What follows belongs to an exercise in optimizing a design on an open flow for small area, a short achievable clock period and few clock cycles; a production flow would make more cautious choices.
RTL that was checked went through simulation tests only; none was proved equivalent to the original.
Power and IR drop assume default switching activity.

== rev 12 ==
## dcache_controller
module dcache_controller (
   input  logic         CLK,
   input  logic         RESET_N,
   input  logic         CPU_READ,
   input  logic         CPU_WRITE,
   input  logic [31:0]  CPU_ADDRESS,
   input  logic [31:0]  CPU_WRITEDATA,
   output logic [31:0]  CPU_READDATA,
   output logic         CPU_BUSYWAIT,
   output logic         MEM_READ,
   output logic         MEM_WRITE,
   output logic [27:0]  MEM_ADDRESS,
   output logic [127:0] MEM_WRITEDATA,
   input  logic [127:0] MEM_READDATA,
   input  logic         MEM_BUSYWAIT
);
   logic [7:0][127:0] data_q;
   logic [7:0][24:0]  tag_q;
   logic [7:0]        valid_q;
   logic [7:0]        dirty_q;
   logic              req_old_q;
   logic [24:0]  addr_tag;
   logic [2:0]   addr_idx;
   logic [1:0]   addr_word;
   logic         access;
   logic [24:0]  line_tag;
   logic [127:0] line_data;
   logic         line_valid;
   logic         line_dirty;
   logic [7:0]   line_hit;
   logic         hit;
   logic         mem_done;
   logic         fill;
   logic         wb_done;
   logic         store_hit;
   logic [127:0] line_in;
   logic         unused_addr_bits;
   assign addr_tag         = CPU_ADDRESS[31:7];
   assign addr_idx         = CPU_ADDRESS[6:4];
   assign addr_word        = CPU_ADDRESS[3:2];
   assign unused_addr_bits = ^CPU_ADDRESS[1:0];
   assign access = CPU_READ ^ CPU_WRITE;
   always_comb begin
      line_tag   = tag_q[addr_idx];
      line_data  = data_q[addr_idx];
      line_valid = valid_q[addr_idx];
      line_dirty = dirty_q[addr_idx];
   end
   always_comb begin
      for (int i = 0; i < 8; i++) line_hit[i] = valid_q[i] && (tag_q[i] == addr_tag);
   end
   assign hit = line_hit[addr_idx];
   assign MEM_WRITE     = access && !hit && line_valid && line_dirty;
   assign MEM_READ      = access && !hit && !(line_valid && line_dirty);
   assign MEM_ADDRESS   = (line_valid && line_dirty) ? {line_tag, addr_idx} : CPU_ADDRESS[31:4];
   assign MEM_WRITEDATA = line_data;
   assign mem_done  = req_old_q && !MEM_BUSYWAIT;
   assign fill      = MEM_READ && mem_done;
  ...
==> module dcache_controller, before the edit <==
module dcache_controller (
   input  logic         CLK,
   input  logic         RESET_N,
   input  logic         CPU_READ,
   input  logic         CPU_WRITE,
   input  logic [31:0]  CPU_ADDRESS,
   input  logic [31:0]  CPU_WRITEDATA,
   output logic [31:0]  CPU_READDATA,
   output logic         CPU_BUSYWAIT,
   output logic         MEM_READ,
   output logic         MEM_WRITE,
   output logic [27:0]  MEM_ADDRESS,
   output logic [127:0] MEM_WRITEDATA,
   input  logic [127:0] MEM_READDATA,
   input  logic         MEM_BUSYWAIT
);
   logic [7:0][127:0] data_q;
   logic [7:0][24:0]  tag_q;
   logic [7:0]        valid_q;
   logic [7:0]        dirty_q;
   logic              req_old_q;
   logic [24:0]  addr_tag;
   logic [2:0]   addr_idx;
   logic [1:0]   addr_word;
   logic         access;
   logic [24:0]  line_tag;
   logic [127:0] line_data;
   logic         line_valid;
   logic         line_dirty;
   logic [7:0]   line_hit;
   logic         hit;
   logic         mem_done;
   logic         fill;
   logic         wb_done;
   logic         store_hit;
   logic [127:0] line_in;
   logic         unused_addr_bits;
   assign addr_tag         = CPU_ADDRESS[31:7];
   assign addr_idx         = CPU_ADDRESS[6:4];
   assign addr_word        = CPU_ADDRESS[3:2];
   assign unused_addr_bits = ^CPU_ADDRESS[1:0];
   assign access = CPU_READ ^ CPU_WRITE;
   always_comb begin
      line_tag   = tag_q[addr_idx];
      line_data  = data_q[addr_idx];
      line_valid = valid_q[addr_idx];
      line_dirty = dirty_q[addr_idx];
   end
   always_comb begin
      for (int i = 0; i < 8; i++) line_hit[i] = valid_q[i] && (tag_q[i] == addr_tag);
   end
   assign hit = line_hit[addr_idx];
   assign MEM_WRITE     = access && !hit && line_valid && line_dirty;
   assign MEM_READ      = access && !hit && !(line_valid && line_dirty);
   assign MEM_ADDRESS   = (line_valid && line_dirty) ? {line_tag, addr_idx} : CPU_ADDRESS[31:4];
   assign MEM_WRITEDATA = line_data;
   assign mem_done  = req_old_q && !MEM_BUSYWAIT;
   assign fill      = MEM_READ && mem_done;
   assign wb_done   = MEM_WRITE && mem_done;
   assign store_hit = access && CPU_WRITE && hit;
   assign CPU_BUSYWAIT = access && !hit && !fill;
   always_comb begin
      if (req_old_q) CPU_READDATA = MEM_READDATA[addr_word*32 +: 32];
      else           CPU_READDATA = line_data[addr_word*32 +: 32];
   end
   always_comb begin
      for (int w = 0; w < 4; w++) begin
         if (CPU_WRITE && addr_word == w) line_in[w*32 +: 32] = CPU_WRITEDATA;
         else                             line_in[w*32 +: 32] = MEM_READDATA[w*32 +: 32];
      end
   end
   always_ff @(posedge CLK) begin
      for (int i = 0; i < 8; i++) begin
         if (addr_idx == i) begin
            if (fill) tag_q[i] <= addr_tag;
            for (int w = 0; w < 4; w++) begin
               if (fill || (store_hit && addr_word == w)) data_q[i][w*32 +: 32] <= line_in[w*32 +: 32];
            end
            if (fill || store_hit) dirty_q[i] <= CPU_WRITE;
            else if (wb_done)      dirty_q[i] <= 1'b0;
         end
      end
   end
   always_ff @(posedge CLK or negedge RESET_N) begin
      if (!RESET_N) begin
         req_old_q <= 1'b0;
         valid_q   <= 8'd0;
      end else begin
         req_old_q <= (MEM_READ || MEM_WRITE) && !mem_done;
         if (fill) valid_q[addr_idx] <= 1'b1;
      end
   end
endmodule
Settings: LEC_CHECK=0, CAP_MARGIN=20, CORE_MARGIN=2, CORE_UTILIZATION=50, PLACE_DENSITY=0.6, SETUP_SLACK_MARGIN=3.5, SLEW_MARGIN=20; clock period 9.0 ns.
run.sh (not shown) runs the stock make flow with config.mk's settings and CLKGATE_MAP_FILE= SYNTH_SCRIPT=/design/flow/synth_recipe.tcl, a recipe that flattens the netlist after the stock synthesis.
Testbench counts of rev 12, summed over its fixed seeds: cycles 72,898.
Setup changes, rev 12 to rev 13
diff --git a/flow/design.v b/flow/design.v
--- a/flow/design.v
+++ b/flow/design.v
@@ -28,5 +28,4 @@
    logic         line_valid;
    logic         line_dirty;
-   logic [7:0]   line_hit;
    logic         hit;
    logic         mem_done;
@@ -47,8 +46,5 @@
       line_dirty = dirty_q[addr_idx];
    end
-   always_comb begin
-      for (int i = 0; i < 8; i++) line_hit[i] = valid_q[i] && (tag_q[i] == addr_tag);
-   end
-   assign hit = line_hit[addr_idx];
+   assign hit = line_valid && (line_tag == addr_tag);
    assign MEM_WRITE     = access && !hit && line_valid && line_dirty;
    assign MEM_READ      = access && !hit && !(line_valid && line_dirty);
On global-route wire length before repair, rev 13 does better than rev 12. Rev 13 vs. rev 12: overall power up 0.00035 W; final critical-path setup slack down 0.33 ns; via count down 1299. Diff rev 12 -> rev 13 | clock power | increase of about 4%. Between rev 13 and rev 12, the final area is lower for rev 13. On final clock skew, rev 13 tracks rev 12 almost exactly. Synthesized-area fraction occupied by adder cells of rev 13 is on par with rev 12.
Testbench counts of rev 13, summed over its fixed seeds: cycles 72,898.

The RTL this note starts from:
==> flow/design.v <==
module dcache_hit (
   input  logic [7:0][24:0] tags,
   input  logic [7:0]       valid,
   input  logic [24:0]      addr_tag,
   input  logic [2:0]       idx,
   output logic             hit
);
   assign hit = valid[idx] && (tags[idx] == addr_tag);
endmodule
module dcache_rdmux (
   input  logic [7:0][127:0] lines,
   input  logic [2:0]        idx,
   input  logic [1:0]        word,
   input  logic              use_mem,
   input  logic [127:0]      mem,
   output logic [127:0]      line,
   output logic [31:0]       rdata
);
   assign line = lines[idx];
   always_comb begin
      if (use_mem) rdata = mem[word*32 +: 32];
      else         rdata = line[word*32 +: 32];
   end
endmodule
module dcache_controller (
   input  logic         CLK,
   input  logic         RESET_N,
   input  logic         CPU_READ,
   input  logic         CPU_WRITE,
   input  logic [31:0]  CPU_ADDRESS,
   input  logic [31:0]  CPU_WRITEDATA,
   output logic [31:0]  CPU_READDATA,
   output logic         CPU_BUSYWAIT,
   output logic         MEM_READ,
   output logic         MEM_WRITE,
   output logic [27:0]  MEM_ADDRESS,
   output logic [127:0] MEM_WRITEDATA,
   input  logic [127:0] MEM_READDATA,
   input  logic         MEM_BUSYWAIT
);
   logic [7:0][127:0] data_q;
   logic [7:0][24:0]  tag_q;
   logic [7:0]        valid_q;
   logic [7:0]        dirty_q;
   logic              req_old_q;
   logic [24:0]  addr_tag;
   logic [2:0]   addr_idx;
   logic [1:0]   addr_word;
   logic         access;
   logic [24:0]  line_tag;
   logic [127:0] line_data;
   logic         line_vd;
   logic         hit;
   logic         mem_done;
   logic         fill;
   logic         wb_done;
   logic         store_hit;
   logic [127:0] line_in;
   logic         unused_addr_bits;
   assign addr_tag         = CPU_ADDRESS[31:7];
   assign addr_idx         = CPU_ADDRESS[6:4];
   assign addr_word        = CPU_ADDRESS[3:2];
   assign unused_addr_bits = ^CPU_ADDRESS[1:0];
   assign access = CPU_READ ^ CPU_WRITE;
   assign line_tag = tag_q[addr_idx];
   assign line_vd  = valid_q[addr_idx] && dirty_q[addr_idx];
   dcache_hit u_hit (
      .tags(tag_q), .valid(valid_q), .addr_tag(addr_tag), .idx(addr_idx), .hit(hit)
   );
   dcache_rdmux u_rd (
      .lines(data_q), .idx(addr_idx), .word(addr_word), .use_mem(req_old_q), .mem(MEM_READDATA),
      .line(line_data), .rdata(CPU_READDATA)
   );
   assign MEM_WRITE     = access && !hit && line_vd;
   assign MEM_READ      = access && !hit && !line_vd;
   assign MEM_ADDRESS   = line_vd ? {line_tag, addr_idx} : CPU_ADDRESS[31:4];
   assign MEM_WRITEDATA = line_data;
   assign mem_done  = req_old_q && !MEM_BUSYWAIT;
   assign fill      = mem_done && !line_vd;
   assign wb_done   = mem_done && line_vd;
   assign store_hit = access && CPU_WRITE && hit;
   assign CPU_BUSYWAIT = !hit && !fill;
   always_comb begin
      for (int w = 0; w < 4; w++) begin
         if (CPU_WRITE && addr_word == w) line_in[w*32 +: 32] = CPU_WRITEDATA;
         else                             line_in[w*32 +: 32] = MEM_READDATA[w*32 +: 32];
      end
   end
   always_ff @(posedge CLK) begin
      for (int i = 0; i < 8; i++) begin
         if (addr_idx == i) begin
            if (fill) tag_q[i] <= addr_tag;
            for (int w = 0; w < 4; w++) begin
               if (fill || (store_hit && addr_word == w)) data_q[i][w*32 +: 32] <= line_in[w*32 +: 32];
            end
            if (fill || store_hit) dirty_q[i] <= CPU_WRITE;
            else if (wb_done)      dirty_q[i] <= 1'b0;
         end
      end
   end
   always_ff @(posedge CLK or negedge RESET_N) begin
      if (!RESET_N) begin
         req_old_q <= 1'b0;
         valid_q   <= 8'd0;
      end else begin
         req_old_q <= (MEM_READ || MEM_WRITE) && !mem_done;
         if (fill) valid_q[addr_idx] <= 1'b1;
      end
   end
endmodule
export LEC_CHECK = 0
export CAP_MARGIN = 20
export CORE_MARGIN = 2
export CORE_UTILIZATION = 55
export PLACE_DENSITY = 0.65
export SETUP_SLACK_MARGIN = 3.4
export SLEW_MARGIN = 20
export TNS_END_PERCENT = 30
create_clock -name core_clock -period 9.0 [get_ports {CLK}]
standard.sh (not shown) runs the stock make flow with config.mk's settings and CLKGATE_MAP_FILE= SYNTH_SCRIPT=/design/flow/synth_recipe.tcl, a recipe that flattens the netlist after the stock synthesis.
==> flow/flow/run.sh <==
#!/bin/bash
# Standard layout, with plain buffers on the ports (instead of delay cells), resizing free to
# change a cell's footprint, and a clock tree of fewer, smaller buffers without dummy loads.
# Every tool's output goes to a log file in this folder.
set -euo pipefail
export BUFFER_PORTS_ARGS="-buffer_cell sky130_fd_sc_hd__buf_1"
export CTS_ARGS="-sink_clustering_enable -repair_clock_nets -dont_use_dummy_load -root_buf sky130_fd_sc_hd__clkbuf_16 -buf_list {sky130_fd_sc_hd__clkbuf_8} -sink_clustering_size 16 -sink_clustering_max_diameter 60"
bash standard.sh MATCH_CELL_FOOTPRINT=0 finish > standard.log 2>&1
The first run went through all stages and came out clean.
==> next run, changes <==
--- a/flow/design.v
+++ b/flow/design.v
@@ -3,26 +3,29 @@
    input  logic [7:0]       valid,
    input  logic [24:0]      addr_tag,
    input  logic [2:0]       idx,
    output logic             hit
 );
-   assign hit = valid[idx] && (tags[idx] == addr_tag);
+   logic [7:0] line_hit;
+   always_comb begin
+      for (int i = 0; i < 8; i++) line_hit[i] = valid[i] && (tags[i] == addr_tag);
+   end
+   assign hit = line_hit[idx];
 endmodule
 module dcache_rdmux (
    input  logic [7:0][127:0] lines,
    input  logic [2:0]        idx,
    input  logic [1:0]        word,
    input  logic              use_mem,
    input  logic [127:0]      mem,
    output logic [127:0]      line,
    output logic [31:0]       rdata
 );
+   logic [127:0] src;
    assign line = lines[idx];
-   always_comb begin
-      if (use_mem) rdata = mem[word*32 +: 32];
-      else         rdata = line[word*32 +: 32];
-   end
+   assign src  = use_mem ? mem : line;
+   assign rdata = src[word*32 +: 32];
 endmodule
 module dcache_controller (
    input  logic         CLK,
    input  logic         RESET_N,
    input  logic         CPU_READ,
Effect: The new run produced a clean layout; synthesized area is higher by 2.7%; sequential cell count stays the same; first-iteration DRC count is higher by 9.4%; design area hardly moves; utilization is lower by 1.8 points; final cell count is higher by 1.0%; fmax is higher by 5.4%; global-route usage is higher by 0.27 points; setup slack is better by 310 ps; via count is higher by 1.9%; routed wire length is higher by 3.9%.
No functional check of the RTL was part of any run of this note.

[port drivers added, routing unchanged]
Ports are ideal in the flow. The routed layouts listed here were re-timed in OpenROAD. Step 1 assumes that a clkbuf_16 drives the clock port and a buf_2 every other input. Step 2 also shifts input and output timing later by t, the mid clock arrival at the registers, as if the neighbouring blocks saw the same clock. Slacks: ideal / step 1 / step 2; pairs: ideal / step 1.
run | shift t [ns] | setup WS [ns] | worst setup path at the end | worst register clock-pin slew, ns | worst slew at a driven data input, ns
rev 12 | 0.809 | 3.270 / 2.842 / 2.397 | input to register | 0.07 / 0.07 | 0.62
rev 13 | 0.802 | 2.941 / 2.409 / 2.194 | input to register | 0.06 / 0.06 | 0.81
the first run of note 2 | 0.696 | 3.010 / 2.734 / 2.415 | input to register | 0.10 / 0.10 | 0.31
the second run of note 2 | 0.711 | 3.319 / 2.998 / 2.998 | input to output | 0.11 / 0.11 | 0.39
After both steps every run listed still meets setup and hold. The setup slack of rev 12, which loses most, moves by -0.428 ns with the drivers and by -0.873 ns with both steps.
